This is an optimization exercise on Yosys and OpenROAD, whose aim is small area, a short achievable clock period and few clock cycles per item, not a production implementation.
Function was checked by simulation only, so behaviour that the tests miss may differ from the original.
Power and IR drop assume default switching activity.

==> flow/design.v (excerpt) <==
module keyed_array_list #(
	parameter int MAX_ENTRIES = 16
) (
	input  logic                  clk,
	input  logic                  arst_n,
	input  logic                  cfg_we,
	input  logic [kal_pkg::CAP_W-1:0]      cfg_data,
	input  logic                  in_valid,
	output logic                  in_stall,
	input  logic [1:0]            kind,
	input  logic [kal_pkg::KEY_W-1:0]      key,
	input  logic [kal_pkg::PAYLOAD_W-1:0]  payload,
	input  logic [kal_pkg::POS_W-1:0]      position,
	output logic                  out_valid,
	input  logic                  out_stall,
	output logic [2:0]            status,
	output logic [kal_pkg::FOUND_W-1:0]    found_position,
	output logic [kal_pkg::COUNT_W-1:0]    entry_count_out,
	output logic                  is_empty,
	output logic                  is_full,
	output logic [kal_pkg::PAYLOAD_W-1:0] found_payload
);
	logic [4:0] ecap_q;
	logic [4:0] cfg_ecap;
	always_comb begin
		if (cfg_data == 5'd0) begin
			cfg_ecap = 5'd1;
		end else if (cfg_data > 5'd16) begin
			cfg_ecap = 5'd16;
		end else begin
			cfg_ecap = cfg_data;
		end
	end
	always_ff @(posedge clk or negedge arst_n) begin
		if (!arst_n) begin
			ecap_q <= kal_pkg::CAP_RESET;
		end else if (cfg_we) begin
			ecap_q <= cfg_ecap;
		end
	end
	logic run_q;
	logic in_stall_q;
	assign in_stall = in_stall_q;
	logic [3:0]  ord_q [0:15];
	logic [3:0]  ord [0:15];        
	logic [4:0]  n_q;
	logic [15:0] vmask;             
	logic [3:0]  fs_q;              
	logic [3:0]  fs;
	logic        full_q;            
	logic [15:0] m_sh;              
	logic        l_ins, l_rem;      
	logic        l_fsfix;           
	logic [15:0]      mem_we;
	logic [16*32-1:0] keys, pays;
	logic        a_v, b_v, c_v;
	logic [1:0]  a_kind, b_kind;
	logic [31:0] a_key, a_pay, b_key, b_pay;
	logic [4:0]  a_pos, b_pos;
	logic [15:0] a_raw;
	logic        a_eq1, a_eq2;
	logic [15:0] b_g, b_g2;
  ...
For scale: about 130 I/O pins.
clock: 6.0 ns
lec_check: 0
abc_clock_period_in_ps: 2800
cap_margin: 20
core_margin: 6
core_utilization: 50
cts_cluster_size: 20
place_density: 0.65
setup_slack_margin: 3.0
slew_margin: 20
tns_end_percent: 20
run.sh (not shown) runs the stock make flow with config.mk's settings and CLKGATE_MAP_FILE= SYNTH_SCRIPT=/design/flow/synth_recipe.tcl, a recipe that flattens the netlist after the stock synthesis.
The starting point produced a clean layout.
Testbench counts at the start, summed over its fixed seeds: cycles 2,592, items 2,560.
Rerun with:
==> flow/flow/run.sh (new file) <==
#!/bin/bash
# Own layout flow: the standard flow (standard.sh, unchanged synthesis and
# steps) with two placement/CTS choices the flow settings cannot make:
#  - port buffers are plain buf_2 cells (resizable later) instead of the
#    delay cells buffer_ports picks by default;
#  - clock tree sinks are clustered without dummy loads.
# Each tool's output is in the ORFS logs under orfs/logs; the make run's own
# output goes to flow_make.log here.
set -uo pipefail
export BUFFER_PORTS_ARGS="-buffer_cell sky130_fd_sc_hd__buf_2"
export CTS_ARGS="-sink_clustering_enable -repair_clock_nets -sink_clustering_size 24 -sink_clustering_max_diameter 80 -dont_use_dummy_load"
bash standard.sh > flow_make.log 2>&1
rc=$?
# keep a copy of every ORFS step log beside the make log
mkdir -p logs_orfs
cp -r orfs/logs/*/keyed_array_list/base/. logs_orfs/ 2>/dev/null || true
exit $rc
==> flow/standard.sh (new file) <==
#!/bin/bash
# synth_recipe.tcl (not shown) runs the flow's synth.tcl, then flattens the netlist and writes it again
# the make line also repeats each setting of config.mk as NAME=value (left out here)
make -C /OpenROAD-flow-scripts/flow DESIGN_CONFIG=/design/flow/config.mk WORK_HOME=/design/flow/orfs CLKGATE_MAP_FILE= SYNTH_SCRIPT=/design/flow/synth_recipe.tcl "${@:-finish}"
removed: flow/run.sh
=> The changed run ran to the end with no violations; clock power went down by 41%; power went down by about 11%; utilization went down by 2.8 points; setup slack is better by 43 ps; sequential share of layout area went up by 3.0 points; design area went down by 4.8%; worst hold slack is worse by 8.5 ps; first-iteration DRC count went up by about 8%; register-to-register slack is better by 40 ps; synthesized cell count does not change.
Rerun with:
==> flow/run.sh (new file) <==
#!/bin/bash
# synth_recipe.tcl (not shown) runs the flow's synth.tcl, then flattens the netlist and writes it again
# the make line also repeats each setting of config.mk as NAME=value (left out here)
make -C /OpenROAD-flow-scripts/flow DESIGN_CONFIG=/design/flow/config.mk WORK_HOME=/design/flow/orfs CLKGATE_MAP_FILE= SYNTH_SCRIPT=/design/flow/synth_recipe.tcl finish
--- a/flow/config.mk
+++ b/flow/config.mk
@@ -12 +12,2 @@
-export CTS_CLUSTER_SIZE = 20
+export CTS_CLUSTER_DIAMETER = 45
+export CTS_CLUSTER_SIZE = 26
removed: flow/flow/run.sh
removed: flow/standard.sh
Synthesized cell count stays the same. Die area is unchanged. Final area rises by 6.2%. Clock power grows by 88%. Worst setup slack gets worse by 75 ps. Combinational power hardly moves.

-- static timing again, ports no longer ideal --
Ports are ideal in the flow. The routed layouts listed here were re-timed in OpenROAD.
Step 1, drivers: a clkbuf_16 drives clk and a buf_2 each remaining input, both assumed.
Step 2 moves the port delays by t, midway between the first and last clock arrival at a register: inputs arrive t later, outputs are due t later. That takes back most of the time a late clock gives input paths.
a / b / c = ideal ports / drivers / drivers and shift; a / b = the first two.
run	t, ns	setup WS [ns]	worst hold slack (ns)	clock arrival spread, ns
the first run	0.843	2.762 / 2.760 / 1.917	0.418 / 0.418 / 0.418	0.054 / 0.054
the second run	0.726	2.806 / 2.806 / 2.359	0.409 / 0.409 / 0.409	0.116 / 0.116
the third run	0.861	2.731 / 2.731 / 2.221	0.415 / 0.398 / 0.415	0.036 / 0.036
After both steps setup and hold are still met in every run listed. For the first run, which loses most, drivers alone change the setup slack by -0.002 ns; drivers and shift together by -0.845 ns.
